Context: an optimization exercise on an open-source flow, tuned for small area, a short achievable clock period and few clock cycles per item. The choices shown serve that exercise and are no tape-out recipe.
At most, simulation tests tie the RTL to the original design; equivalence was not proved.
Function not checked in runs 6 and 7: the RTL went through the layout flow alone.

[flow/flow/run.sh]
#!/bin/bash
# Standard ORFS layout, except that the port buffers are the smallest
# buffer cell instead of the delay buffer buffer_ports picks on its own.
set -euo pipefail
export BUFFER_PORTS_ARGS="-buffer_cell sky130_fd_sc_hd__buf_1"
bash standard.sh > standard_flow.log 2>&1
[flow/standard.sh]
#!/bin/bash
# synth_recipe.tcl (not shown) runs the flow's synth.tcl, then flattens the netlist and writes it again
# the make line also repeats each setting of config.mk as NAME=value (left out here)
make -C /OpenROAD-flow-scripts/flow DESIGN_CONFIG=/design/flow/config.mk WORK_HOME=/design/flow/orfs CLKGATE_MAP_FILE= SYNTH_SCRIPT=/design/flow/synth_recipe.tcl "${@:-finish}"
[flow/design.v]
`default_nettype none
package piccolo_pkg;
  function automatic logic [3:0] sbox(input logic [3:0] x);
    logic t0, t1, t2, t3;
    t0 = x[0] ^ ~(x[2] | x[3]);
    t3 = x[3] ^ ~(x[1] | x[2]);
    t2 = x[2] ^ ~(t0 | x[1]);
    t1 = x[1] ^ ~(t0 | t3);
    sbox = {t0, t3, ~t2, t1};
  endfunction
  function automatic logic [3:0] mul2(input logic [3:0] a);
    mul2 = {a[2:0], 1'b0} ^ (a[3] ? 4'h3 : 4'h0);
  endfunction
  function automatic logic [3:0] mul3(input logic [3:0] a);
    mul3 = mul2(a) ^ a;
  endfunction
  function automatic logic [15:0] mix_m(input logic [15:0] a);
    logic [3:0] a0, a1, a2, a3;
    a0 = a[15:12]; a1 = a[11:8]; a2 = a[7:4]; a3 = a[3:0];
    mix_m = {mul2(a0) ^ mul3(a1) ^ a2       ^ a3,
            a0       ^ mul2(a1) ^ mul3(a2) ^ a3,
            a0       ^ a1       ^ mul2(a2) ^ mul3(a3),
            mul3(a0) ^ a1       ^ a2       ^ mul2(a3)};
  endfunction
  function automatic logic [15:0] f_func(input logic [15:0] v);
    logic [15:0] a, m;
    a = {sbox(v[15:12]), sbox(v[11:8]), sbox(v[7:4]), sbox(v[3:0])};
    m = mix_m(a);
    f_func = {sbox(m[15:12]), sbox(m[11:8]), sbox(m[7:4]), sbox(m[3:0])};
  endfunction
  function automatic logic [31:0] con128(input logic [4:0] c);
    con128 = {c, 5'd0, c, 2'b00, c, 5'd0, c} ^ 32'h6547a98b;
  endfunction
  localparam logic [31:0] KS_E1 = 32'h53ac53ac;
  localparam logic [31:0] KS_E0 = 32'hc53ac53a;
  localparam logic [31:0] KS_O1 = 32'hac6ac6ac;
  localparam logic [31:0] KS_O0 = 32'h6ac6ac6a;
  function automatic logic [3:0] ksel(input logic [4:0] c);
    ksel = {KS_E1[c], KS_E0[c], KS_O1[c], KS_O0[c]};
  endfunction
  function automatic logic [63:0] rp_inv(input logic [63:0] v);
    rp_inv = {v[15:8], v[39:32], v[63:56], v[23:16], v[47:40], v[7:0], v[31:24], v[55:48]};
  endfunction
  function automatic logic [63:0] rp(input logic [63:0] v);
    rp = {v[47:40], v[7:0], v[31:24], v[55:48], v[15:8], v[39:32], v[63:56], v[23:16]};
  endfunction
endpackage
`default_nettype wire
`default_nettype none
module piccolo_round
(
  input  logic [63:0] x,
  input  logic [15:0] rk0,
  input  logic [15:0] rk1,
  output logic [63:0] y
);
  assign y = {x[63:48], x[47:32] ^ piccolo_pkg::f_func(x[63:48]) ^ rk0,
              x[31:16], x[15:0]  ^ piccolo_pkg::f_func(x[31:16]) ^ rk1};
endmodule
`default_nettype wire
`default_nettype none
module piccolo128_dec
(
  input  logic         clk,
  input  logic         reset,
  input  logic         start,
  input  logic [127:0] keyin,
  input  logic [63:0]  ciphertext,
  output logic         busy,
  output logic         done,
  output logic [63:0]  plaintext
);
  logic [127:0] r_key;
  logic [63:0]  r_s;
  logic [4:0]   r_c;           
  logic [15:0]  w_kin [8];
  logic [15:0]  w_k   [8];
  logic [3:0]   w_ksel;
  logic [31:0]  w_con;
  logic [15:0]  w_rk0, w_rk1;
  logic [63:0]  w_rnd, w_wk;
  always_comb begin
    for (int j = 0; j < 8; j++) begin
      w_kin[j] = keyin[127-16*j -: 16];
      w_k[j]   = r_key[127-16*j -: 16];
    end
  end
  assign w_ksel = piccolo_pkg::ksel(r_c);
  assign w_con  = piccolo_pkg::con128(r_c);
  assign w_rk0  = w_k[{w_ksel[3:2], 1'b0}] ^ w_con[31:16];
  assign w_rk1  = w_k[{w_ksel[1:0], 1'b1}] ^ w_con[15:0];
  piccolo_round u_round (
    .x   (r_s),
    .rk0 (w_rk0),
    .rk1 (w_rk1),
    .y   (w_rnd)
  );
  assign w_wk = (r_c == 5'd1) ?
                {w_k[0][15:8], w_k[1][7:0], 16'h0, w_k[1][15:8], w_k[0][7:0], 16'h0} : 64'h0;
  assign plaintext = piccolo_pkg::rp(r_s);
  always_ff @(posedge clk) begin
    if (!busy) begin
      r_key <= keyin;
      r_s   <= ciphertext ^ {w_kin[4][15:8], w_kin[7][7:0], 16'h0,
                             w_kin[7][15:8], w_kin[4][7:0], 16'h0};
      r_c   <= 5'd31;
    end else begin
      r_s   <= piccolo_pkg::rp_inv(w_rnd ^ w_wk);
      r_c   <= r_c - 5'd1;
    end
  end
  always_ff @(posedge clk) begin
    if (reset) begin
      busy <= 1'b0;
      done <= 1'b0;
    end else begin
      done <= busy && (r_c == 5'd1);
      if (!busy) busy <= start && !done;
      else if (r_c == 5'd1) busy <= 1'b0;
    end
  end
endmodule
`default_nettype wire
[flow/config.mk]
export PLATFORM = sky130hd
export DESIGN_NAME = piccolo128_dec
export DESIGN_NICKNAME = piccolo128_dec
export VERILOG_FILES = /design/flow/design.v
export SDC_FILE = /design/flow/constraint.sdc
export NUM_CORES = 4
export LEC_CHECK = 0
export CAP_MARGIN = 20
export CORE_MARGIN = 2
export CORE_UTILIZATION = 40
export SETUP_SLACK_MARGIN = 3.0
export SLEW_MARGIN = 20
[flow/constraint.sdc]
create_clock -name core_clock -period 6.0 [get_ports {clk}]
set_input_delay 1.2000 -clock core_clock [delete_from_list [all_inputs] [get_ports {clk}]]
set_output_delay 1.2000 -clock core_clock [all_outputs]
set_load 0.01 [all_outputs]
==> flow_summary.json, run 1 <==
{
  "die_x_um": 171.3,
  "final_util": 0.5091,
  "ys_warn_count": 4,
  "synthMuxAreaShare": 0.08116,
  "startpoint": "r_s[26]",
  "drive_gt1_frac": 0.1995,
  "num_rows": 61,
  "synth-xor-area-share": 0.2775,
  "yosysSeqAreaShare": 0.4704,
  "avgViaCountPerCell": 4.958,
  "cts_made_buffers": 17,
  "clk_pin_slew_ns": 0.08,
  "highest_layer": "met4",
  "nFillCells": 2547,
  "start_util": 0.4051,
  "grt_max_degree": 95,
  "antenna_cells": 0,
  "critPathKind": "reg -> reg",
  "stdcell_count": 1626,
  "yosys.area_share.simple": 0.07434,
  "final_common_cell": "buf_1",
  "placed_cells": 1548,
  "cts_tree": "done",
  "slew_headroom": 0.3182,
  "routed_wl_um": 32940,
  "die-area_mm2": 0.02933,
  "boundaryPins": 261,
  "slew_viol_final": 0,
  "synth-seq-cells": 199,
  "area_growth_pct": 25.67,
  "rsz0062_at_grt": "true",
  "met1Wirelength_um": 13950,
  "final_area_mm2": 0.01406,
  "setup_viol": 0,
  "finalCritPeriodShare": 0.4861,
  "period_needed_ns": 2.916,
  "dieHeight_um": 171.3,
  "cts_max_level": 4,
  "cts.path.max_buffers": 2,
  "status": "no timing/DRC/antenna violations",
  "final_hold_viol_count": 0,
  "drc": 0,
  "worstSetupStartpointType": "flop",
  "gp_congestion": 0.9447,
  "fmax_mhz": 342.9,
  "min_path_type": "reg -> reg",
  "ys_async_sr_fraction": 0,
  "place_area_mm2": 0.01255,
  "synth_top_family_by_area": "XOR/XNOR gates",
  "worst_slew_pin_slew_ns": 1.023,
  "final_cell_mix": "buf_1, xnor2_1, edfxtp_1",
  "first_global_vias": 7790,
  "port-buffer-count": 260,
  "dr_wl_met2_um": 16130,
  "endpoint_kind": "flop",
  "syn_area_mm2": 0.01119,
  "maxCapViolCount": 0,
  "cp_max_fo": 6,
  "hold_start": "done",
  "synth_fa_ha_area_frac": 0.01096,
  "clock_sinks": 199,
  "setup_tns_ns": 0,
  "rr_startpoint": "r_s[26]",
  "dr_wl_met3_um": 1881,
  "synth-edff-count": 128,
  "core_area_mm2": 0.02763,
  "drtAntennaViolNets": 0,
  "vias": 8062,
  "required_ns": 6.29,
  "hpwl_um": 24610,
  "num-nets-final": 1439,
  "skew_ns": 0.01245,
  "reg2reg_slack_ns": 3.08,
  "grt-ovfl-total": 0,
  "insertion_delay_ns": 0.44,
  "synth_ff_type": "edfxtp_1",
  "drt-initial-drc-count": 475,
  "antenna_found_initial": 0,
  "syn_area_per_cell_um2": 11.89,
  "critPathArrivalTime_ns": 3.21,
  "netlist_instances": 941,
  "first_pass_iters": 5,
  "grt_usage": 0.2209,
  "grt_pass1_wl_um": 46660,
  "ys_types": 59,
  "synth_nets": 1145,
  "routedWlPerCell_um": 20.26,
  "synth_compound_area_frac": 0.06875,
  "cts-root-buf": "clkbuf_16"
}
## cell type report
type | count | area [µm²] | share of cell area
repair buffers | 313 | 1433 | 0.1019
well taps | 378 | 473.0 | 0.03363
clock buffers | 19 | 442.9 | 0.03149
clock inverters | 13 | 141.4 | 0.01005
multi-input cells | 699 | 6198 | 0.4407
inverters | 5 | 23.77 | 0.001690
flip-flops and latches | 199 | 5353 | 0.3806
## flip-flops by register name, indices dropped and copies added, names as in the netlist
| register | count |
|---|---|
| r_key | 128 |
| r_s | 64 |
| r_c | 5 |
| busy | 1 |
| done | 1 |
## cell families (layout without fill, tap and decap cells)
logic type | after synthesis | count (layout)
simple gates | 194 | 194
xor+xnor | 299 | 299
fa+ha+maj | 10 | 10
buf+inv | 43 | 350
compound gates | 127 | 127
mux | 69 | 69
flops | 199 | 199
## repair_timing
action	CTS	global route
hold buffers	0	0
resized for setup	58	54
endpoints found under the setup margin	30	26
cloned	0	1
buffers inserted	13	32
pin swaps	13	32
## through the flow
step	setup WS [ns]	hold WS, ns
floorplan	3.050	0.5600
global placement	2.278	0.5435
detailed placement	2.263	0.5536
CTS	2.922	0.5828
global route	2.961	0.6339
finish	3.084	0.5857
## final timing paths
kind | to | cells past startpoint
setup / recovery | r_s[61] | 12
hold / removal | busy | 3
setup reg to reg | r_s[61] | 12
hold reg to reg | busy | 3
## critical path: stages (launching register included)
cell      delay, ns
dfxtp_4        0.41
nor2_4         0.19
xnor2_4        0.11
ha_4           0.19
xnor2_4        0.24
xnor2_4        0.18
xor2_2         0.24
xor2_2         0.30
nor2_1         0.10
a221oi_2       0.29
a31oi_2        0.11
xnor2_2        0.32
o21ai_1        0.08
## cells in the mapped netlist (18+ instances only)
library cell | instances | area share
a21oi_1 | 65 | 0.029
clkbuf_1 | 20 | 0.0067
dfxtp_1 | 71 | 0.13
edfxtp_1 | 128 | 0.34
mux2_2 | 18 | 0.018
mux2i_1 | 33 | 0.030
nand2_1 | 83 | 0.028
nor2_1 | 78 | 0.026
o21ai_0 | 24 | 0.011
xnor2_1 | 156 | 0.12
xnor2_2 | 23 | 0.033
xor2_1 | 96 | 0.075
## per-layer routing
layer / GRT usage / vias up
met2: 0.3738 / 261
li1: - / 3840
met4: 0.07775 / 0
met5: 0 / -
met3: 0.04924 / 47
met1: 0.2786 / 3914
Testbench counts, summed over its fixed seeds: cycles 8,440, blocks 256.
==> inputs of run 2 (changes only) <==
--- a/flow/config.mk
+++ b/flow/config.mk
@@ -9,4 +9,4 @@
 export CORE_MARGIN = 2
 export CORE_UTILIZATION = 40
-export SETUP_SLACK_MARGIN = 3.0
+export SETUP_SLACK_MARGIN = 3.5
 export SLEW_MARGIN = 20
==> run 2 against run 1 <==
  * First-iteration DRC count increased by 22%
  * Still clean on timing, DRC and antenna
  * Synthesized cell count unchanged
==> flow_summary.json, run 2 <==
{
  "status": "no timing/DRC/antenna violations",
  "area_growth_pct": 45.15,
  "synth-seq-cells": 199,
  "finalCritPeriodShare": 0.4610,
  "port-buffer-count": 260,
  "cts-root-buf": "clkbuf_16",
  "vias": 8567,
  "drive_gt1_frac": 0.3380,
  "gp_congestion": 0.8772,
  "boundaryPins": 261,
  "cts_max_level": 4,
  "routed_wl_um": 35500,
  "cts.path.max_buffers": 2,
  "first_global_vias": 8381,
  "cp_max_fo": 5,
  "fmax_mhz": 361.6,
  "die-area_mm2": 0.02933,
  "synth_fa_ha_area_frac": 0.01096,
  "worst_slew_pin_slew_ns": 0.9156,
  "synth_area_leaders": "edfxtp_1, dfxtp_1, xnor2_1",
  "slew_headroom": 0.3896,
  "final_cell_mix": "buf_1, edfxtp_1, buf_4",
  "grt-ovfl-total": 0,
  "stdcell_count": 1728,
  "hpwl_um": 24540,
  "period_needed_ns": 2.766,
  "syn_area_mm2": 0.01119,
  "top_regs": "r_key (128), r_s (64), r_c (5)",
  "final_hold_viol_count": 0,
  "num_rows": 61,
  "drtAntennaViolNets": 0,
  "die_x_um": 171.3,
  "largest_reg_flops": 128,
  "synth_top_family_by_area": "XOR/XNOR gates",
  "yosysSeqAreaShare": 0.4704,
  "avgViaCountPerCell": 4.958,
  "synth_compound_area_frac": 0.06875,
  "rsz0062_at_grt": "true",
  "clk_pin_slew_ns": 0.08,
  "ys_warn_count": 4,
  "synth_top_area_cell": "edfxtp_1",
  "grt_usage": 0.2377,
  "cts_tree": "done",
  "min_to": "busy",
  "insertion_delay_ns": 0.45,
  "netlist_instances": 941,
  "syn_area_per_cell_um2": 11.89,
  "synth_nets": 1145,
  "setup_viol": 0,
  "final_common_cell": "buf_1",
  "hold_start": "done",
  "synth-xor-area-share": 0.2775,
  "grt_pass1_wl_um": 50350,
  "rr_startpoint": "r_s[27]",
  "endpoint_kind": "flop",
  "drc": 0,
  "synth_ff_type": "edfxtp_1",
  "maxCapViolCount": 0,
  "placed_cells": 1548,
  "routedWlPerCell_um": 20.54,
  "antenna_found_initial": 2,
  "rr_endpoint": "r_s[61]",
  "required_ns": 6.31,
  "cts_made_buffers": 17,
  "clock_sinks": 199,
  "yosys.area_share.simple": 0.07434,
  "setup_tns_ns": 0,
  "worstSetupStartpointType": "flop",
  "r2r_cells": 13,
  "start_util": 0.4051,
  "ys_types": 59,
  "dieHeight_um": 171.3,
  "synth-edff-count": 128,
  "num-nets-final": 1540,
  "reg2reg_slack_ns": 3.23,
  "synthMuxAreaShare": 0.08116,
  "critPathKind": "reg -> reg",
  "critPathArrivalTime_ns": 3.08,
  "synth_top_area_frac": 0.3434,
  "synth_common_cells": "xnor2_1, edfxtp_1, xor2_1",
  "worstHoldPathCells": 3,
  "ys_async_sr_fraction": 0,
  "first_pass_iters": 5,
  "drt-initial-drc-count": 579,
  "yosysMostFrequentCell": "xnor2_1",
  "skew_ns": 0.01328,
  "startpoint": "r_s[27]",
  "core_area_mm2": 0.02763,
  "min_path_type": "reg -> reg",
  "slew_viol_final": 0,
  "regMostFlops": "r_key",
  "grt_max_degree": 86
}
[run 2: cell counts after synthesis]
Identical to the previous run, type by type.
[run 2: layout make-up]
type | count | area [µm²]
Fill cell | 2299 | 11380
Clock inverter | 14 | 163.9
Multi-Input combinational cell | 699 | 7330
Inverter | 5 | 23.77
Antenna cell | 1 | 2.502
Clock buffer | 18 | 439.2
Sequential cell | 199 | 5388
Tap cell | 378 | 473.0
Timing Repair Buffer | 414 | 2426
[run 2: worst max path at each step]
stage | end | slack [ns] | depth (start not counted)
floorplan | r_s[24] | 3.32 | 12
global placement | r_s[22] | 2.49 | 12
detailed placement | r_s[62] | 2.29 | 12
CTS | r_s[24] | 3.26 | 12
global route | r_s[61] | 3.13 | 13
finish | r_s[61] | 3.23 | 13
[run 2: cell families (layout without fill, tap and decap cells)]
| group | count (synthesis) | count (layout) |
|---|---|---|
| compound gates | 127 | 127 |
| xor+xnor | 299 | 299 |
| fa+ha+maj | 10 | 10 |
| buf+inv | 43 | 451 |
| flops | 199 | 199 |
| mux | 69 | 69 |
| other cells | 0 | 1 |
| simple gates | 194 | 194 |
[run 2: per-stage QoR]
step                      setup WS (ns)    util  hold slack [ns]  instance area [µm²]
after floorplan                   3.323       -           0.5198                11620
after global placement            2.487  0.4687           0.5485                12950
after detailed placement          2.292  0.4687           0.5590                12950
after CTS                         3.261  0.5508           0.5711                15220
after global routing              3.131  0.5879           0.6258                16240
final                             3.234  0.5880           0.5775                16250
[run 2: timing repair]
item,CTS,global route
pin swaps,90,92
hold buffers,0,0
endpoints found under the setup margin,92,31
gates resized for setup,144,95
cloned,0,2
buffers inserted,101,44
[run 2: critical path, stage by stage (launching register included)]
cell,delay (ns)
dfxtp_4,0.44
nor2_4,0.06
xnor2_4,0.13
ha_4,0.19
xnor2_4,0.30
xnor2_4,0.21
xor2_4,0.23
xor2_2,0.19
buf_4,0.13
nor2_1,0.04
a221oi_2,0.27
a31oi_2,0.09
xnor2_1,0.24
o21ai_1,0.08
[run 2: metal layers]
| metal | up-vias | routed length, µm | GRT usage |
|---|---|---|---|
| met1 | 4192 | 14860 | 0.3025 |
| met4 | 0 | 946 | 0.08106 |
| met2 | 292 | 17580 | 0.4060 |
| li1 | 4033 | - | - |
| met5 | - | 0 | 0 |
| met3 | 50 | 2109 | 0.04579 |
==> inputs of run 3 (changes only) <==
--- a/flow/config.mk
+++ b/flow/config.mk
@@ -9,4 +9,4 @@
 export CORE_MARGIN = 2
 export CORE_UTILIZATION = 40
-export SETUP_SLACK_MARGIN = 3.5
+export SETUP_SLACK_MARGIN = 4.0
 export SLEW_MARGIN = 20
==> run 3 against run 2 <==
  * Synthesized area is the same
  * Via count rose by 2.1%
  * Die area is the same
  * Maximum frequency down 3.5%
==> flow_summary.json, run 3 <==
{
  "ys_types": 59,
  "die_x_um": 171.3,
  "largest_reg_flops": 128,
  "min_to": "busy",
  "top_regs": "r_key (128), r_s (64), r_c (5)",
  "cts.path.max_buffers": 2,
  "syn_area_mm2": 0.01119,
  "final_common_cell": "buf_1",
  "start_util": 0.4051,
  "min_path_type": "reg -> reg",
  "synth-edff-count": 128,
  "grt_max_degree": 80,
  "dieHeight_um": 171.3,
  "grt_usage": 0.2552,
  "worstHoldPathCells": 3,
  "vias": 8749,
  "die-area_mm2": 0.02933,
  "cp_max_fo": 5,
  "synth-seq-cells": 199,
  "status": "no timing/DRC/antenna violations",
  "fin_hold_ws_ns": 0.6014,
  "slew_viol_final": 0,
  "r2r_cells": 13,
  "final_hold_viol_count": 0,
  "slew_headroom": 0.4569,
  "gp_congestion": 0.8687,
  "cts_made_buffers": 17,
  "synth_top_area_cell": "edfxtp_1",
  "startpoint": "r_s[26]",
  "hold_start": "done",
  "final_cell_mix": "buf_1, buf_4, edfxtp_1",
  "first_global_vias": 8816,
  "finalCritPeriodShare": 0.4778,
  "netlist_instances": 941,
  "ys_async_sr_fraction": 0,
  "required_ns": 6.31,
  "worst_slew_pin_slew_ns": 0.8088,
  "clk_pin_slew_ns": 0.08,
  "synth_nets": 1145,
  "routed_wl_um": 37630,
  "first_pass_iters": 5,
  "synth_ff_type": "edfxtp_1",
  "regMostFlops": "r_key",
  "clock_sinks": 199,
  "rr_endpoint": "r_s[60]",
  "maxCapViolCount": 0,
  "boundaryPins": 261,
  "drt-initial-drc-count": 463,
  "avgViaCountPerCell": 4.874,
  "skew_ns": 0.01735,
  "num-nets-final": 1606,
  "drtAntennaViolNets": 0,
  "stdcell_count": 1795,
  "setup_tns_ns": 0,
  "yosysMostFrequentCell": "xnor2_1",
  "ys_warn_count": 4,
  "cts_tree": "done",
  "insertion_delay_ns": 0.45,
  "drive_gt1_frac": 0.4360,
  "syn_area_per_cell_um2": 11.89,
  "placed_cells": 1547,
  "core_area_mm2": 0.02763,
  "setup_viol": 0,
  "critPathArrivalTime_ns": 3.18,
  "yosysSeqAreaShare": 0.4704,
  "cts-root-buf": "clkbuf_16",
  "antenna_found_initial": 1,
  "drc": 0,
  "cts_max_level": 4,
  "endpoint_kind": "flop",
  "area_growth_pct": 54.35,
  "grt-ovfl-total": 0,
  "period_needed_ns": 2.867,
  "routedWlPerCell_um": 20.96,
  "port-buffer-count": 260,
  "worstSetupStartpointType": "flop",
  "hpwl_um": 25600,
  "rsz0062_at_grt": "true",
  "synth_top_area_frac": 0.3434,
  "num_rows": 61,
  "rr_startpoint": "r_s[26]",
  "synth_common_cells": "xnor2_1, edfxtp_1, xor2_1",
  "reg2reg_slack_ns": 3.13,
  "nFillCells": 2232,
  "grt_pass1_wl_um": 53320,
  "critPathKind": "reg -> reg",
  "fmax_mhz": 348.8,
  "synth_area_leaders": "edfxtp_1, dfxtp_1, xnor2_1"
}
==> run 3: cell count changes in the layout (fill, tap and decap cells not counted), moves of 6 or more <==
cell	change
buf_6	+79
buf_1	-63
dfxtp_1	-33
buf_2	+8
dfxtp_2	+15
dfxtp_4	+18
xnor2_1	-6
buf_4	+41
==> run 3: repair_timing <==
action,in CTS,in global routing
pin swaps,98,68
resized for setup,296,82
gates cloned,2,0
hold buffers,0,0
setup endpoints to repair,188,140
buffers inserted,159,53
==> run 3: cell families (layout without fill, tap and decap cells) <==
group	after synthesis	count (layout)	synth area share
fa+ha+maj	10	10	0.01096
other cells	0	2	0
flops	199	199	0.4704
compound gates	127	127	0.06876
simple gates	194	195	0.07434
xor+xnor	299	299	0.2775
mux	69	69	0.08116
buf+inv	43	516	0.01688
==> run 3: critical path, stage by stage (launching register included) <==
cell and delay [ns]:
dfxtp_4 0.39, nor2_4 0.16, xnor2_4 0.11, ha_4 0.19, xnor2_4 0.16, buf_12 0.14, xnor2_4 0.24, xor2_4 0.27
xnor2_2 0.14, a31oi_1 0.20, o21ai_0 0.17, a21oi_2 0.30, xnor2_2 0.17, o21ai_1 0.08
==> run 3: per-stage QoR <==
| stage | cell area (µm²) | worst slack [ns] | util |
|---|---|---|---|
| floorplan | 11990 | 3.347 | - |
| global placement | 13240 | 2.659 | 0.4793 |
| detailed placement | 13240 | 2.541 | 0.4793 |
| CTS | 16460 | 3.211 | 0.5956 |
| global route | 17270 | 3.041 | 0.6251 |
| finish | 17280 | 3.133 | 0.6253 |
==> run 3: worst max path at each step <==
stage,cells past startpoint,end
3_3_place_gp,10,r_s[62]
5_1_grt,13,r_s[56]
2_1_floorplan,12,r_s[24]
3_5_place_dp,10,r_s[63]
6_report,13,r_s[60]
4_1_cts,14,r_s[20]
==> run 3: area by class of cell <==
| type | instances | area (µm²) | share of cell area |
|---|---|---|---|
| Antenna cell | 2 | 5.005 | 0.0002897 |
| Clock buffer | 18 | 429.2 | 0.02484 |
| Clock inverter | 14 | 158.9 | 0.009198 |
| Inverter | 5 | 28.78 | 0.001666 |
| Multi-Input combinational cell | 700 | 7322 | 0.4238 |
| Sequential cell | 199 | 5474 | 0.3169 |
| Tap cell | 378 | 473.0 | 0.02738 |
| Timing Repair Buffer | 479 | 3385 | 0.1959 |
==> run 3: layer usage <==
metal  track usage  vias to the layer above  routed length (µm)
met5             0                        -                   0
met4       0.08143                        0                 937
met3       0.05016                       43                2050
met2        0.4472                      281               19440
met1        0.3168                     4244               15200
li1              -                     4181                   -
==> inputs of run 4 (changes only) <==
--- a/flow/config.mk
+++ b/flow/config.mk
@@ -9,4 +9,4 @@
 export CORE_MARGIN = 2
 export CORE_UTILIZATION = 40
-export SETUP_SLACK_MARGIN = 4.0
+export SETUP_SLACK_MARGIN = 2.5
 export SLEW_MARGIN = 20
==> run 4 against run 3 <==
  * Synthesized cell count did not move
  * Cell count is 12% lower
  * Critical path depth decreased by 1
  * Maximum frequency down 15%
  * Clock skew about the same
  * Register-to-register slack worse by 0.52 ns
  * Synthesized area did not move
  * Sequential cell count did not move
  * Global-route usage down 3.5 points
  * Via count fell by 12%
  * Cell area down 24%
==> flow_summary.json, run 4 <==
{
  "status": "no timing/DRC/antenna violations",
  "cp_max_fo": 7,
  "period_needed_ns": 3.384,
  "slew_headroom": 0.3910,
  "synth_area_leaders": "edfxtp_1, dfxtp_1, xnor2_1",
  "drive_gt1_frac": 0.1218,
  "synth_nets": 1145,
  "grt_max_degree": 92,
  "final_hold_viol_count": 0,
  "grt-ovfl-total": 0,
  "die-area_mm2": 0.02933,
  "worstSetupStartpointType": "flop",
  "num_rows": 61,
  "gp_congestion": 0.9323,
  "top_regs": "r_key (128), r_s (64), r_c (5)",
  "boundaryPins": 261,
  "grt_pass1_wl_um": 46340,
  "die_x_um": 171.3,
  "cts_tree": "done",
  "rsz0062_at_grt": "true",
  "area_growth_pct": 18.00,
  "synth_top_area_cell": "edfxtp_1",
  "syn_area_mm2": 0.01119,
  "insertion_delay_ns": 0.45,
  "worstPathCellList": "nor2_2 > xnor2_2 > ha_1 > xnor2_2 > xnor2_2 > xor2_1 > xor2_2 > nor2_1 > a221oi_1 > a31oi_1 > xnor2_1 > o21ai_1",
  "reg2reg_slack_ns": 2.62,
  "finalCritPeriodShare": 0.5639,
  "maxCapViolCount": 0,
  "ys_async_sr_fraction": 0,
  "worst_slew_pin_slew_ns": 0.9135,
  "synth_common_cells": "xnor2_1, edfxtp_1, xor2_1",
  "regMostFlops": "r_key",
  "final_area_mm2": 0.01321,
  "vias": 7704,
  "yosysSeqAreaShare": 0.4704,
  "slew_viol_final": 0,
  "drc": 0,
  "worstHoldPathCells": 3,
  "setup_tns_ns": 0,
  "start_util": 0.4051,
  "min_to": "busy",
  "grt_usage": 0.2197,
  "cts.path.max_buffers": 2,
  "num-nets-final": 1398,
  "hold_start": "done",
  "required_ns": 6.30,
  "min_path_type": "reg -> reg",
  "rr_endpoint": "r_s[61]",
  "placed_cells": 1547,
  "drt-initial-drc-count": 564,
  "cp.buffers_inverters": 0,
  "endpoint_kind": "flop",
  "netlist_instances": 941,
  "cts-root-buf": "clkbuf_16",
  "dieHeight_um": 171.3,
  "r2r_cells": 12,
  "skew_ns": 0.01765,
  "routed_wl_um": 32000,
  "syn_area_per_cell_um2": 11.89,
  "synth_ff_type": "edfxtp_1",
  "nFillCells": 2693,
  "crit_slowest_cell": "dfxtp_1",
  "first_global_vias": 7730,
  "setup_viol": 0,
  "clk_pin_slew_ns": 0.08,
  "ys_warn_count": 4,
  "final_common_cell": "buf_1",
  "final_cell_mix": "buf_1, xnor2_1, edfxtp_1",
  "critPathArrivalTime_ns": 3.69,
  "largest_reg_flops": 128,
  "fmax_mhz": 295.5,
  "place_area_mm2": 0.01254,
  "rr_startpoint": "r_s[27]",
  "cts_made_buffers": 17,
  "antenna_found_initial": 1,
  "synth-edff-count": 128,
  "critPathKind": "reg -> reg",
  "crit_family": "XOR/XNOR gates",
  "synth_top_area_frac": 0.3434,
  "routedWlPerCell_um": 20.18,
  "drtAntennaViolNets": 0,
  "hpwl_um": 24900,
  "synth-seq-cells": 199,
  "yosysMostFrequentCell": "xnor2_1",
  "ys_types": 59,
  "first_pass_iters": 5,
  "clock_sinks": 199,
  "cts_max_level": 4,
  "core_area_mm2": 0.02763,
  "stdcell_count": 1586,
  "crit_top_cell": "xnor2_2",
  "avgViaCountPerCell": 4.858,
  "port-buffer-count": 260,
  "critPathMaxStageDelay_ns": 0.59
}
## run 4: logic make-up after synthesis
group,count (synthesis),share of synthesized area
xor+xnor,299,0.2775
flops,199,0.4704
mux,69,0.08116
simple gates,194,0.07434
fa+ha+maj,10,0.01096
buf+inv,43,0.01688
compound gates,127,0.06876
## run 4: layout make-up
type,count,area (µm²),area share
multi-input cells,699,5801,0.4392
flip-flops and latches,199,5280,0.3998
clock inverters,14,118.9,0.009000
diodes,1,2.502,0.0001895
well taps,378,473.0,0.03581
clock buffers,18,429.2,0.03250
repair buffers,272,1079,0.08167
inverters,5,23.77,0.001800
## run 4: worst max-delay path by stage
| stage | startpoint | endpoint | slack, ns | cells after the start |
|---|---|---|---|---|
| after detailed placement | r_c[0] | r_s[62] | 2.20 | 12 |
| after global routing | r_s[22] | r_s[63] | 2.44 | 11 |
| after global placement | r_c[0] | r_s[62] | 2.20 | 12 |
| after CTS | r_s[18] | r_s[63] | 2.50 | 11 |
| final | r_s[27] | r_s[61] | 2.62 | 12 |
| after floorplan | r_s[54] | r_s[24] | 2.99 | 12 |
## run 4: per-layer routing
| metal | global-route usage | up-vias | part of all wire |
|---|---|---|---|
| met3 | 0.04372 | 41 | 0.056 |
| met1 | 0.2769 | 3670 | 0.42 |
| met2 | 0.3789 | 238 | 0.50 |
| met5 | 0 | - | 0 |
| li1 | - | 3755 | - |
| met4 | 0.07111 | 0 | 0.023 |
## run 4: worst min-delay path, stage by stage, from the launching register on
cell,delay [ns]
dfxtp_1,0.34
nor3b_1,0.05
a21oi_1,0.10
nor2_1,0.05
## run 4: per-stage QoR
step	utilization	worst slack (ns)	hold slack (ns)
floorplan	-	2.985	0.5600
global placement	0.4538	2.202	0.5444
detailed placement	0.4538	2.198	0.5600
CTS	0.4761	2.503	0.5740
global route	0.4779	2.442	0.5955
finish	0.4780	2.616	0.5674
## run 4: what timing repair did
action	in CTS	in global routing
setup endpoints to repair	11	9
setup buffers	6	0
gates resized for setup	4	11
hold buffers	0	0
pin swaps	1	0
==> inputs of run 5 (changes only) <==
==> flow/run.sh (new file) <==
#!/bin/bash
# synth_recipe.tcl (not shown) runs the flow's synth.tcl, then flattens the netlist and writes it again
# the make line also repeats each setting of config.mk as NAME=value (left out here)
make -C /OpenROAD-flow-scripts/flow DESIGN_CONFIG=/design/flow/config.mk WORK_HOME=/design/flow/orfs CLKGATE_MAP_FILE= SYNTH_SCRIPT=/design/flow/synth_recipe.tcl finish
--- a/flow/config.mk
+++ b/flow/config.mk
@@ -9,4 +9,4 @@
 export CORE_MARGIN = 2
 export CORE_UTILIZATION = 40
-export SETUP_SLACK_MARGIN = 2.5
+export SETUP_SLACK_MARGIN = 3.0
 export SLEW_MARGIN = 20
removed: flow/flow/run.sh
removed: flow/standard.sh
==> run 5 against run 4 <==
  * Still clean on timing, DRC and antenna
  * Die area did not move
  * Sequential share of layout area fell by 5.8 points
  * Synthesized area did not move
  * Sequential cell count did not move
  * Register-to-register slack improved by 0.48 ns
  * Core utilization rose by 8.8 points
  * Critical path type unchanged
  * Critical endpoint is now r_s[24]
  * Highest routed layer unchanged
==> flow_summary.json, run 5 <==
{
  "synth_ff_type": "edfxtp_1",
  "required_ns": 6.32,
  "syn_area_per_cell_um2": 11.89,
  "cp_max_fo": 10,
  "vias": 7963,
  "yosysSeqAreaShare": 0.4704,
  "synth_common_cells": "xnor2_1, edfxtp_1, xor2_1",
  "final_util": 0.5662,
  "slew_viol_final": 0,
  "synth-edff-count": 128,
  "cts_tree": "done",
  "final_area_mm2": 0.01564,
  "cts_max_level": 4,
  "hpwl_um": 25450,
  "critPathArrivalTime_ns": 3.23,
  "final_common_cell": "clkdlybuf4s50_1",
  "dieHeight_um": 171.3,
  "cts-root-buf": "clkbuf_16",
  "cts.path.max_buffers": 2,
  "multi_input_area_mm2": 0.006172,
  "clk_pin_slew_ns": 0.07,
  "insertion_delay_ns": 0.44,
  "endpoint_kind": "flop",
  "regMostFlops": "r_key",
  "rsz0062_at_grt": "true",
  "antenna_found_initial": 0,
  "setup_viol": 0,
  "first_global_vias": 8055,
  "skew_ns": 0.01459,
  "busiest_layer": "met2",
  "netlist_instances": 941,
  "nFillCells": 2353,
  "cp.buffers_inverters": 0,
  "gr-usage-met1": 0.2843,
  "boundaryPins": 261,
  "largest_reg_flops": 128,
  "worstPathCellList": "a21oi_1 > o22ai_2 > xor3_1 > xnor2_2 > nand2_1 > xnor2_2 > nor2_1 > xnor2_1 > mux2_2",
  "syn_area_mm2": 0.01119,
  "die-area_mm2": 0.02933,
  "maxCapViolCount": 0,
  "gp_congestion": 0.9401,
  "antenna_cells": 0,
  "core_area_mm2": 0.02763,
  "drtAntennaViolNets": 0,
  "place_area_mm2": 0.01418,
  "grt_usage": 0.2299,
  "grt_max_degree": 98,
  "crit_top_cell": "xnor2_2",
  "top_regs": "r_key (128), r_s (64), r_c (5)",
  "postCtsHoldBufs": 0,
  "drc": 0,
  "drt-initial-drc-count": 477,
  "crit_family": "XOR/XNOR gates",
  "grt_pass1_wl_um": 48620,
  "ys_async_sr_fraction": 0,
  "period_needed_ns": 2.908,
  "yosysMostFrequentCell": "xnor2_1",
  "area_growth_pct": 39.77,
  "setup_slack_ns": 3.092,
  "drive_gt1_frac": 0.2034,
  "ys_types": 59,
  "synth-seq-cells": 199,
  "status": "no timing/DRC/antenna violations",
  "first_pass_iters": 5,
  "num-nets-final": 1440,
  "synth_top_area_cell": "edfxtp_1",
  "grtUsageMet2": 0.4043,
  "critPathKind": "reg -> reg",
  "min_path_type": "reg -> reg",
  "place_ws_ns": 1.888,
  "finalCritPeriodShare": 0.4847,
  "ys_warn_count": 4,
  "num_rows": 61,
  "avgViaCountPerCell": 4.894,
  "die_x_um": 171.3,
  "cts_made_buffers": 17,
  "routed_wl_um": 33620,
  "synth_top_area_frac": 0.3434,
  "final_cell_mix": "clkdlybuf4s50_1, xnor2_1, edfxtp_1",
  "crit_slowest_cell": "dfxtp_1",
  "setup_tns_ns": 0,
  "final_hold_viol_count": 0,
  "slew_headroom": 0.3976,
  "grt-ovfl-total": 0,
  "port-buffer-count": 260,
  "routedWlPerCell_um": 20.66,
  "regArea_mm2": 0.005349,
  "synth_area_leaders": "edfxtp_1, dfxtp_1, xnor2_1",
  "critPathMaxStageDelay_ns": 0.60,
  "worst_slew_pin_slew_ns": 0.9037,
  "fmax_mhz": 343.8,
  "use_met3": 0.06052,
  "worstSetupStartpointType": "flop",
  "start_util": 0.4051,
  "clock_sinks": 199,
  "synth_nets": 1145
}
run 5: cell counts after synthesis:
Identical to the previous run, type by type.
run 5: cells by family after synthesis:
family,share of synthesized area
DFF,0.4704
xor gates and xnor gates,0.2775
muxes,0.08116
and+or+nand+nor,0.07434
adders and majority gates,0.01096
AOI/OAI and AO/OA,0.06876
buffers and inverters,0.01688
run 5: repair_timing:
item	CTS	global route
pin swaps	12	31
hold endpoints to repair	0	0
endpoints found under the setup margin	32	27
gates resized for setup	65	45
setup buffers	13	34
run 5: path summary, 6_finish.rpt:
kind / start / end / slack [ns] / cells after the start
worst min-delay path: r_c[0] / r_c[0] / 0.49 / 1
worst max-delay path: r_s[59] / r_s[24] / 3.09 / 9
worst min register to register: r_c[0] / r_c[0] / 0.49 / 1
worst max register to register: r_s[59] / r_s[24] / 3.09 / 9
run 5: area by class of cell:
| class | count | area share |
|---|---|---|
| Inverter | 5 | 0.001520 |
| Multi-Input combinational cell | 699 | 0.3946 |
| Sequential cell | 199 | 0.3419 |
| Clock buffer | 19 | 0.02768 |
| Tap cell | 378 | 0.03024 |
| Clock inverter | 13 | 0.009918 |
| Timing Repair Buffer | 314 | 0.1941 |
run 5: stage by stage:
step                std cells  hold slack, ns
floorplan                 941          0.5600
global placement         1548          0.5554
detailed placement       1548          0.5556
CTS                      1593          0.5352
global route             1627          0.5136
finish                   1627          0.4881
run 5: per-layer routing:
metal  vias to the layer above  share of wire  wire length (µm)
met5                         -              0                 0
met4                         0          0.011               363
met3                        24          0.061              2063
met2                       241           0.51             17250
met1                      3852           0.41             13940
li1                       3846              -                 -
==> inputs of run 6 (changes only) <==
--- a/flow/design.v
+++ b/flow/design.v
@@ -79,5 +79,5 @@
   logic [31:0]  w_con;
   logic [15:0]  w_rk0, w_rk1;
-  logic [63:0]  w_rnd, w_wk;
+  logic [63:0]  w_rnd;
   always_comb begin
     for (int j = 0; j < 8; j++) begin
@@ -96,7 +96,6 @@
     .y   (w_rnd)
   );
-  assign w_wk = (r_c == 5'd1) ?
-                {w_k[0][15:8], w_k[1][7:0], 16'h0, w_k[1][15:8], w_k[0][7:0], 16'h0} : 64'h0;
-  assign plaintext = piccolo_pkg::rp(r_s);
+  assign plaintext = piccolo_pkg::rp(r_s) ^
+                     {w_k[0][15:8], w_k[1][7:0], 16'h0, w_k[1][15:8], w_k[0][7:0], 16'h0};
   always_ff @(posedge clk) begin
     if (!busy) begin
@@ -106,5 +105,5 @@
       r_c   <= 5'd31;
     end else begin
-      r_s   <= piccolo_pkg::rp_inv(w_rnd ^ w_wk);
+      r_s   <= piccolo_pkg::rp_inv(w_rnd);
       r_c   <= r_c - 5'd1;
     end
==> run 6 against run 5 <==
  * Sequential cell count unchanged
  * Critical path depth unchanged
  * Clock-buffer cell count down 1
  * Synthesized cell count down 4.5%
  * Global-route usage down 0.37 points
  * Register-to-register slack worse by 0.08 ns
  * Critical endpoint unchanged
==> flow_summary.json, run 6 <==
{
  "endpoint_kind": "flop",
  "synth_area_leaders": "edfxtp_1, dfxtp_1, xnor2_1",
  "grt_max_degree": 98,
  "setup_viol": 0,
  "ys_async_sr_fraction": 0,
  "drive_gt1_frac": 0.2466,
  "cts-root-buf": "clkbuf_16",
  "cts_tree": "done",
  "routedWlPerCell_um": 21.49,
  "start_util": 0.4033,
  "top_regs": "r_key (128), r_s (64), r_c (5)",
  "grt_pass1_wl_um": 50360,
  "worst_slew_pin_slew_ns": 0.8335,
  "setup_tns_ns": 0,
  "finalCritPeriodShare": 0.4981,
  "drtAntennaViolNets": 0,
  "critPathKind": "reg -> reg",
  "synth-seq-cells": 199,
  "die_x_um": 173.4,
  "syn_area_mm2": 0.01148,
  "largest_reg_flops": 128,
  "maxCapViolCount": 0,
  "synth_ff_type": "edfxtp_1",
  "yosysSeqAreaShare": 0.4585,
  "grt-ovfl-total": 0,
  "die-area_mm2": 0.03008,
  "min_path_type": "reg -> reg",
  "port-buffer-count": 260,
  "boundaryPins": 261,
  "period_needed_ns": 2.989,
  "hold_start": "r_c[0]",
  "synth_common_cells": "xnor2_1, edfxtp_1, xor2_1",
  "skew_ns": 0.01738,
  "yosysMostFrequentCell": "xnor2_1",
  "r2r_cells": 9,
  "synth-edff-count": 128,
  "critPathMaxStageDelay_ns": 0.52,
  "worstHoldPathCells": 1,
  "setup_slack_ns": 3.011,
  "first_pass_iters": 5,
  "min_to": "r_c[0]",
  "final_common_cell": "clkdlybuf4s50_1",
  "drc": 0,
  "ys_types": 78,
  "gp_congestion": 0.8720,
  "avgViaCountPerCell": 4.958,
  "status": "no timing/DRC/antenna violations",
  "rsz0062_at_grt": "true",
  "slew_viol_final": 0,
  "synth_nets": 1103,
  "synth_top_area_frac": 0.3347,
  "rr_startpoint": "r_s[56]",
  "fmax_mhz": 334.6,
  "hpwl_um": 24710,
  "dieHeight_um": 173.4,
  "final_cell_mix": "clkdlybuf4s50_1, edfxtp_1, xnor2_1",
  "num-nets-final": 1383,
  "core_area_mm2": 0.02847,
  "first_global_vias": 8084,
  "cts.path.max_buffers": 2,
  "reg2reg_slack_ns": 3.01,
  "crit_slowest_cell": "or4b_1",
  "slew_headroom": 0.4403,
  "cp_max_fo": 8,
  "synth_top_area_cell": "edfxtp_1",
  "rr_endpoint": "r_s[24]",
  "required_ns": 6.34,
  "area_growth_pct": 40.96,
  "insertion_delay_ns": 0.45,
  "worstSetupStartpointType": "flop",
  "netlist_instances": 899,
  "clock_sinks": 199,
  "clk_pin_slew_ns": 0.08,
  "syn_area_per_cell_um2": 12.77,
  "critPathArrivalTime_ns": 3.33,
  "vias": 7819,
  "cts_max_level": 4,
  "drt-initial-drc-count": 424,
  "grt_usage": 0.2262,
  "worstPathCellList": "or2_1 > a221o_1 > xnor3_2 > xnor2_4 > buf_4 > and2_1 > a2111o_1 > or4b_1 > o221a_2",
  "cts_made_buffers": 17,
  "place_ws_ns": 2.237,
  "final_hold_viol_count": 0,
  "regMostFlops": "r_key",
  "routed_wl_um": 33890,
  "fin_hold_ws_ns": 0.4986,
  "ys_warn_count": 4,
  "antenna_found_initial": 1,
  "num_rows": 62
}
==> run 6: worst max path at each step <==
stage               slack [ns]  endpoint     from  cells past startpoint
finish                    3.01   r_s[24]  r_s[56]                      9
global route              2.94   r_s[49]  r_s[58]                      8
CTS                       2.99   r_s[20]  r_s[17]                     11
detailed placement        2.24   r_s[25]   r_c[2]                      7
global placement          2.20   r_s[25]   r_c[2]                      7
floorplan                 3.00   r_s[20]  r_s[23]                     11
==> run 6: what timing repair did <==
action | 4_1_cts | 5_1_grt
endpoints found under the setup margin | 32 | 22
buffers inserted | 37 | 18
pin swaps | 26 | 28
hold buffers | 0 | 0
resized for setup | 80 | 82
==> run 6: cells by family after synthesis <==
logic type               share of synthesized area
AO/OA/AOI/OAI                              0.05841
buffers and inverters                      0.03302
adder cells (fa/ha/maj)                    0.01068
flip-flops                                  0.4585
multiplexers                                0.1218
AND/OR/NAND/NOR                            0.06168
XOR/XNOR                                    0.2559
==> run 6: cell type report <==
class / instances / area [µm²]
antenna: 1 / 2.502
clock buffer: 18 / 439.2
clock inverter: 14 / 180.2
fill: 2392 / 12280
inverter: 5 / 23.77
multi-input combinational: 636 / 6566
sequential: 199 / 5379
tap: 384 / 480.5
timing repair buffer: 320 / 3114
==> run 6: routing by layer <==
metal	GRT usage	vias up	routed length, µm
li1	-	3736	-
met1	0.2962	3844	14940
met2	0.3867	217	16870
met3	0.04276	22	1562
met4	0.05685	0	515
met5	0	-	0
==> run 6: per-stage QoR <==
step | instance area, µm² | std cells | utilization
2_1_floorplan | 11530 | 899 | -
3_3_place_gp | 14350 | 1489 | 0.5040
3_5_place_dp | 14360 | 1489 | 0.5044
4_1_cts | 15600 | 1558 | 0.5480
5_1_grt | 16190 | 1577 | 0.5685
6_report | 16190 | 1577 | 0.5685
==> run 6: critical path, delay by kind of cell (launching register included) <==
kind / cells / cell delay (ns)
buffers and inverters: 1 / 0.15
AOI/OAI and AO/OA: 3 / 0.90
DFF: 1 / 0.39
xor gates and xnor gates: 2 / 0.51
and+or+nand+nor: 3 / 0.92
==> inputs of run 7 (changes only) <==
--- a/flow/config.mk
+++ b/flow/config.mk
@@ -9,4 +9,3 @@
 export CORE_MARGIN = 2
 export CORE_UTILIZATION = 40
-export SETUP_SLACK_MARGIN = 3.0
 export SLEW_MARGIN = 20
==> run 7 against run 6 <==
  * Highest routed layer is now met5
  * Critical path depth is 1 lower
  * Cell area is 7.8% lower
  * Hold slack better by 0.076 ns
  * Largest cell class unchanged
==> flow_summary.json, run 7 <==
{
  "status": "no timing/DRC/antenna violations",
  "cts_made_buffers": 17,
  "regMostFlops": "r_key",
  "hold_start": "done",
  "critPathArrivalTime_ns": 4.02,
  "yosysSeqAreaShare": 0.4585,
  "worstSetupStartpointType": "flop",
  "synth-seq-cells": 199,
  "critPathMaxStageDelay_ns": 0.88,
  "slew_headroom": 0.4355,
  "final_util": 0.5243,
  "syn_area_mm2": 0.01148,
  "core_area_mm2": 0.02847,
  "min_path_type": "reg -> reg",
  "critPathKind": "reg -> reg",
  "clk_pin_slew_ns": 0.09,
  "routed_wl_um": 32920,
  "finalCritPeriodShare": 0.6132,
  "synth_top_area_cell": "edfxtp_1",
  "setup_tns_ns": 0,
  "drive_gt1_frac": 0.1219,
  "grt_pass1_wl_um": 48820,
  "port-buffer-count": 260,
  "endpoint_kind": "flop",
  "required_ns": 6.35,
  "insertion_delay_ns": 0.46,
  "slew_viol_final": 0,
  "drt-initial-drc-count": 504,
  "worstPathCellList": "mux2i_1 > xnor2_4 > buf_4 > mux4_2 > xor2_1 > xnor2_1 > or4b_1 > o221a_2",
  "ys_warn_count": 4,
  "vias": 7576,
  "worst_slew_pin_slew_ns": 0.8456,
  "crit_slowest_cell": "dfxtp_1",
  "hpwl_um": 25270,
  "synth_nets": 1103,
  "setup_viol": 0,
  "drc": 0,
  "final_common_cell": "clkdlybuf4s50_1",
  "fin_hold_ws_ns": 0.5749,
  "grt_usage": 0.2211,
  "rsz0062_at_grt": "false",
  "synth_ff_type": "edfxtp_1",
  "post_cts_buffers": 0,
  "cp_max_fo": 14,
  "maxCapViolCount": 0,
  "synth_top_area_frac": 0.3347,
  "cts-root-buf": "clkbuf_16",
  "ys_types": 78,
  "place_area_mm2": 0.01431,
  "rr_startpoint": "r_c[2]",
  "grt-ovfl-total": 0,
  "die-area_mm2": 0.03008,
  "first_global_vias": 7783,
  "syn_area_per_cell_um2": 12.77,
  "first_pass_iters": 5,
  "avgViaCountPerCell": 4.971,
  "final_cell_mix": "clkdlybuf4s50_1, xnor2_1, edfxtp_1",
  "area_growth_pct": 30.00,
  "synth-edff-count": 128,
  "gp_congestion": 0.8748,
  "skew_ns": 0.02315,
  "clock_sinks": 199,
  "postCtsHoldBufs": 0,
  "num_rows": 62,
  "final_hold_viol_count": 0,
  "synth_area_leaders": "edfxtp_1, dfxtp_1, xnor2_1",
  "yosysMostFrequentCell": "xnor2_1",
  "grt_max_degree": 65,
  "ys_async_sr_fraction": 0,
  "netlist_instances": 899,
  "drtAntennaViolNets": 0,
  "period_needed_ns": 3.679,
  "antenna_cells": 0,
  "largest_reg_flops": 128,
  "cts_tree": "done",
  "synth_common_cells": "xnor2_1, edfxtp_1, xor2_1",
  "dieHeight_um": 173.4,
  "routedWlPerCell_um": 21.60,
  "top_regs": "r_key (128), r_s (64), r_c (5)",
  "antenna_found_initial": 1,
  "cts_max_level": 4,
  "start_util": 0.4033,
  "cts_resized": 0,
  "num-nets-final": 1331,
  "fmax_mhz": 271.8,
  "startpoint": "r_c[2]",
  "die_x_um": 173.4,
  "boundaryPins": 261,
  "cts.path.max_buffers": 2,
  "final_area_mm2": 0.01493
}
==> run 7: path summary, 6_finish.rpt <==
check | to | cells after the start | slack [ns]
hold / removal | busy | 3 | 0.57
setup reg to reg | r_s[24] | 8 | 2.32
setup / recovery | r_s[24] | 8 | 2.32
hold reg to reg | busy | 3 | 0.57
==> run 7: cell families after synthesis <==
family | share of synthesized area
XOR/XNOR | 0.2559
flip-flops | 0.4585
AND/OR/NAND/NOR | 0.06168
multiplexers | 0.1218
AO/OA/AOI/OAI | 0.05841
buffers and inverters | 0.03302
adder cells (fa/ha/maj) | 0.01068
==> run 7: area by class of cell <==
| type | count | area, µm² |
|---|---|---|
| clock inverters | 15 | 190.2 |
| inverters | 5 | 23.77 |
| fillers | 2440 | 13540 |
| repair buffers | 268 | 2663 |
| multi-input cells | 636 | 5878 |
| well taps | 384 | 480.5 |
| flip-flops and latches | 199 | 5266 |
| clock buffers | 17 | 425.4 |
==> run 7: layer usage <==
metal,vias up,share of wire,global-route usage
met4,2,0.021,0.06532
met5,-,0.00033,0
met1,3665,0.44,0.2935
met2,238,0.48,0.3633
met3,33,0.057,0.04868
li1,3638,-,-
==> run 7: worst max-delay path: cells and delay by family, from the launching register on <==
family,cells,cell delay (ns)
AOI/OAI and AO/OA,1,0.13
xor gates and xnor gates,3,0.89
buffers and inverters,1,0.35
DFF,1,0.88
muxes,2,0.84
and+or+nand+nor,1,0.47
==> run 7: stage by stage <==
stage          instances  setup slack, ns
3_3_place_gp        1492            2.275
6_report            1524            2.321
3_5_place_dp        1492            2.296
4_1_cts             1524            2.280
2_1_floorplan        899           0.8860
5_1_grt             1524            2.090
==> inputs of run 8 (changes only) <==
--- a/flow/design.v
+++ b/flow/design.v
@@ -16,10 +16,11 @@
   endfunction
   function automatic logic [15:0] mix_m(input logic [15:0] a);
-    logic [3:0] a0, a1, a2, a3;
+    logic [3:0] a0, a1, a2, a3, d0, d1, d2, d3;
     a0 = a[15:12]; a1 = a[11:8]; a2 = a[7:4]; a3 = a[3:0];
-    mix_m = {mul2(a0) ^ mul3(a1) ^ a2       ^ a3,
-            a0       ^ mul2(a1) ^ mul3(a2) ^ a3,
-            a0       ^ a1       ^ mul2(a2) ^ mul3(a3),
-            mul3(a0) ^ a1       ^ a2       ^ mul2(a3)};
+    d0 = a0 ^ a1; d1 = a1 ^ a2; d2 = a2 ^ a3; d3 = a3 ^ a0;
+    mix_m = {mul2(d0) ^ (a1 ^ d2),
+             mul2(d1) ^ (a2 ^ d3),
+             mul2(d2) ^ (a3 ^ d0),
+             mul2(d3) ^ (a0 ^ d1)};
   endfunction
   function automatic logic [15:0] f_func(input logic [15:0] v);
@@ -79,5 +80,5 @@
   logic [31:0]  w_con;
   logic [15:0]  w_rk0, w_rk1;
-  logic [63:0]  w_rnd;
+  logic [63:0]  w_rnd, w_wk;
   always_comb begin
     for (int j = 0; j < 8; j++) begin
@@ -96,6 +97,7 @@
     .y   (w_rnd)
   );
-  assign plaintext = piccolo_pkg::rp(r_s) ^
-                     {w_k[0][15:8], w_k[1][7:0], 16'h0, w_k[1][15:8], w_k[0][7:0], 16'h0};
+  assign w_wk = (r_c == 5'd1) ?
+                {w_k[0][15:8], w_k[1][7:0], 16'h0, w_k[1][15:8], w_k[0][7:0], 16'h0} : 64'h0;
+  assign plaintext = piccolo_pkg::rp(r_s);
   always_ff @(posedge clk) begin
     if (!busy) begin
@@ -105,5 +107,5 @@
       r_c   <= 5'd31;
     end else begin
-      r_s   <= piccolo_pkg::rp_inv(w_rnd);
+      r_s   <= piccolo_pkg::rp_inv(w_rnd ^ w_wk);
       r_c   <= r_c - 5'd1;
     end
==> flow/flow/run.sh (new file) <==
#!/bin/bash
# Standard ORFS layout, except that the port buffers are the smallest
# buffer cell instead of the delay buffer buffer_ports picks on its own.
set -euo pipefail
export BUFFER_PORTS_ARGS="-buffer_cell sky130_fd_sc_hd__buf_1"
bash standard.sh > standard_flow.log 2>&1
==> flow/standard.sh (new file) <==
#!/bin/bash
# synth_recipe.tcl (not shown) runs the flow's synth.tcl, then flattens the netlist and writes it again
# the make line also repeats each setting of config.mk as NAME=value (left out here)
make -C /OpenROAD-flow-scripts/flow DESIGN_CONFIG=/design/flow/config.mk WORK_HOME=/design/flow/orfs CLKGATE_MAP_FILE= SYNTH_SCRIPT=/design/flow/synth_recipe.tcl "${@:-finish}"
--- a/flow/config.mk
+++ b/flow/config.mk
@@ -9,3 +9,4 @@
 export CORE_MARGIN = 2
 export CORE_UTILIZATION = 40
+export SETUP_SLACK_MARGIN = 3.0
 export SLEW_MARGIN = 20
removed: flow/run.sh
==> run 8 against run 7 <==
  * Wire length decreased by 0.84%
  * Global-route usage decreased by 0.58 points
  * Still clean on timing, DRC and antenna
==> flow_summary.json, run 8 <==
{
  "status": "no timing/DRC/antenna violations",
  "drc": 0,
  "cts_made_buffers": 17,
  "critPathKind": "reg -> reg",
  "drive_gt1_frac": 0.1533,
  "place_ws_ns": 2.440,
  "routed_wl_um": 32640,
  "cts_tree": "done",
  "fmax_mhz": 343.7,
  "slew_headroom": 0.2992,
  "worstSetupStartpointType": "flop",
  "first_pass_iters": 5,
  "ys_types": 72,
  "netlist_instances": 989,
  "die-area_mm2": 0.03001,
  "cp_max_fo": 8,
  "grt_max_degree": 113,
  "critPathArrivalTime_ns": 3.22,
  "reg2reg_slack_ns": 3.09,
  "finalCritPeriodShare": 0.4849,
  "final_util": 0.4856,
  "grt-ovfl-total": 0,
  "synth_compound_area_frac": 0.08747,
  "setup_slack_ns": 3.091,
  "maxCapViolCount": 0,
  "skew_ns": 0.01457,
  "required_ns": 6.31,
  "grt_pass1_wl_um": 47920,
  "routedWlPerCell_um": 20.26,
  "yosysMostFrequentCell": "xnor2_1",
  "synth_fa_ha_area_frac": 0.008409,
  "synth_top_area_frac": 0.3355,
  "regArea_mm2": 0.005315,
  "synth_ff_type": "edfxtp_1",
  "num_rows": 61,
  "setup_tns_ns": 0,
  "rsz0062_at_grt": "true",
  "final_common_cell": "buf_1",
  "synth_common_cells": "xnor2_1, edfxtp_1, xor2_1",
  "drtAntennaViolNets": 0,
  "final_cell_mix": "buf_1, edfxtp_1, xnor2_1",
  "start_util": 0.4090,
  "insertion_delay_ns": 0.46,
  "ys_async_sr_fraction": 0,
  "synth_top_family_by_area": "XOR/XNOR gates",
  "setup_viol": 0,
  "endpoint_kind": "flop",
  "synth_nets": 1186,
  "slew_viol_final": 0,
  "postCtsHoldBufs": 0,
  "multi_input_area_mm2": 0.006142,
  "first_global_vias": 7970,
  "die_x_um": 173.2,
  "cts_max_level": 4,
  "final_hold_viol_count": 0,
  "syn_area_mm2": 0.01146,
  "yosys.area_share.simple": 0.08158,
  "synth-seq-cells": 199,
  "area_growth_pct": 18.71,
  "gp_congestion": 0.8777,
  "place_area_mm2": 0.01269,
  "antenna_found_initial": 0,
  "boundaryPins": 261,
  "antenna_cells": 0,
  "top_regs": "r_key (128), r_s (64), r_c (5)",
  "synth-edff-count": 128,
  "largest_reg_flops": 128,
  "synthMuxAreaShare": 0.07852,
  "final_area_mm2": 0.01360,
  "regMostFlops": "r_key",
  "worst_slew_pin_slew_ns": 1.051,
  "synth_top_area_cell": "edfxtp_1",
  "clock_sinks": 199,
  "grt_usage": 0.2153,
  "ys_warn_count": 4,
  "period_needed_ns": 2.909,
  "nFillCells": 2637,
  "drt-initial-drc-count": 504,
  "clk_pin_slew_ns": 0.08,
  "port-buffer-count": 260,
  "hpwl_um": 23890,
  "synth-xor-area-share": 0.2518,
  "cts.path.max_buffers": 2,
  "synth_area_leaders": "edfxtp_1, dfxtp_1, xnor2_1",
  "vias": 8059,
  "avgViaCountPerCell": 5.002,
  "dieHeight_um": 173.2,
  "min_path_type": "reg -> reg",
  "syn_area_per_cell_um2": 11.58,
  "cts-root-buf": "clkbuf_16",
  "yosysSeqAreaShare": 0.4595,
  "core_area_mm2": 0.02801,
  "num-nets-final": 1417
}
-- run 8: changes by cell type in the layout (fill, tap and decap cells not counted), sizes merged, moves of 7 or more --
cell / delta
a211oi: -7
a21oi: +46
buf: +265
clkdlybuf4s50: -260
ha: -7
mux2: -14
mux2i: -33
nand2: +44
nor2: +52
nor3: +7
o21ai: +9
xnor2: -10
-- run 8: cells by family (layout without fill, tap and decap cells) --
family | after synthesis | in the layout
xor+xnor | 277 | 277
simple gates | 219 | 219
flops | 199 | 199
compound gates | 144 | 146
buf+inv | 76 | 318
mux | 65 | 65
fa+ha+maj | 9 | 9
-- run 8: worst max-delay path, cell delays in order (launching register included) --
cell,delay (ns)
dfxtp_2,0.50
mux2_2,0.41
o22ai_4,0.25
xor2_4,0.28
xnor3_1,0.31
xnor2_2,0.27
mux2_1,0.37
o221ai_2,0.17
xnor2_1,0.14
a21oi_1,0.08
-- run 8: layer usage --
layer	track usage	wire length, µm	share of wire	up-vias
met5	0	0	0	-
met4	0.09569	1164	0.036	0
met3	0.04474	1831	0.056	38
met2	0.3432	15310	0.47	278
met1	0.2836	14330	0.44	3880
li1	-	-	-	3863
-- run 8: metrics by stage --
stage          instances  hold slack [ns]
3_3_place_gp        1571           0.5550
2_1_floorplan        989           0.5810
3_5_place_dp        1571           0.5527
4_1_cts             1604           0.5228
5_1_grt             1611           0.4757
6_report            1611           0.4663
-- run 8: layout make-up --
type | count | share of cell area
inverter | 13 | 0.003956
tap | 378 | 0.03477
clock inverter | 13 | 0.007360
sequential | 199 | 0.3908
timing repair buffer | 273 | 0.07893
multi-input combinational | 716 | 0.4516
clock buffer | 19 | 0.03257
-- run 8: timing repair --
item,CTS,global route
gates cloned,1,1
buffers inserted,0,6
gates resized for setup,27,39
pin swaps,1,2
setup endpoints to repair,31,26
-- run 8: final timing paths --
check	start	endpoint	cells past startpoint
max	r_s[62]	r_s[52]	9
min	r_c[0]	r_c[0]	1
max reg2reg	r_s[62]	r_s[52]	9
min reg2reg	r_c[0]	r_c[0]	1
Testbench counts of run 8, summed over its fixed seeds: cycles 8,440, blocks 256.

what the ideal ports hide:
No port has a modelled driver above. Below, the same layouts with a new extraction and two added sets of constraints.
Step 1: set_driving_cell puts a clkbuf_16 on clk and a buf_2 on each other input, an assumption about the parent block.
Step 2 also shifts input and output timing later by t, the mid clock arrival at the registers, as if the neighbouring blocks saw the same clock.
Three values: ideal ports, drivers, drivers and shift; two values: the first two.
run | t, ns | slack for setup (ns) | worst setup path after step 2 | latest minus earliest clock arrival (ns) | worst slew at a driven data input, ns
run 1 | 0.482 | 3.084 / 3.084 / 3.084 | register to register | 0.013 / 0.013 | 0.06
run 2 | 0.493 | 3.234 / 3.234 / 3.234 | register to register | 0.014 / 0.014 | 0.09
run 3 | 0.493 | 3.133 / 3.133 / 3.133 | register to register | 0.018 / 0.018 | 0.07
run 4 | 0.491 | 2.616 / 2.616 / 2.616 | register to register | 0.017 / 0.018 | 0.05
run 5 | 0.485 | 3.092 / 3.061 / 3.092 | register to register | 0.017 / 0.017 | 0.06
run 6 | 0.495 | 3.011 / 2.972 / 3.011 | register to register | 0.018 / 0.018 | 0.08
run 7 | 0.499 | 2.321 / 2.321 / 2.321 | register to register | 0.023 / 0.023 | 0.07
run 8 | 0.497 | 3.091 / 3.091 / 3.091 | register to register | 0.016 / 0.016 | 0.05
After both steps setup and hold are still met in every run listed.
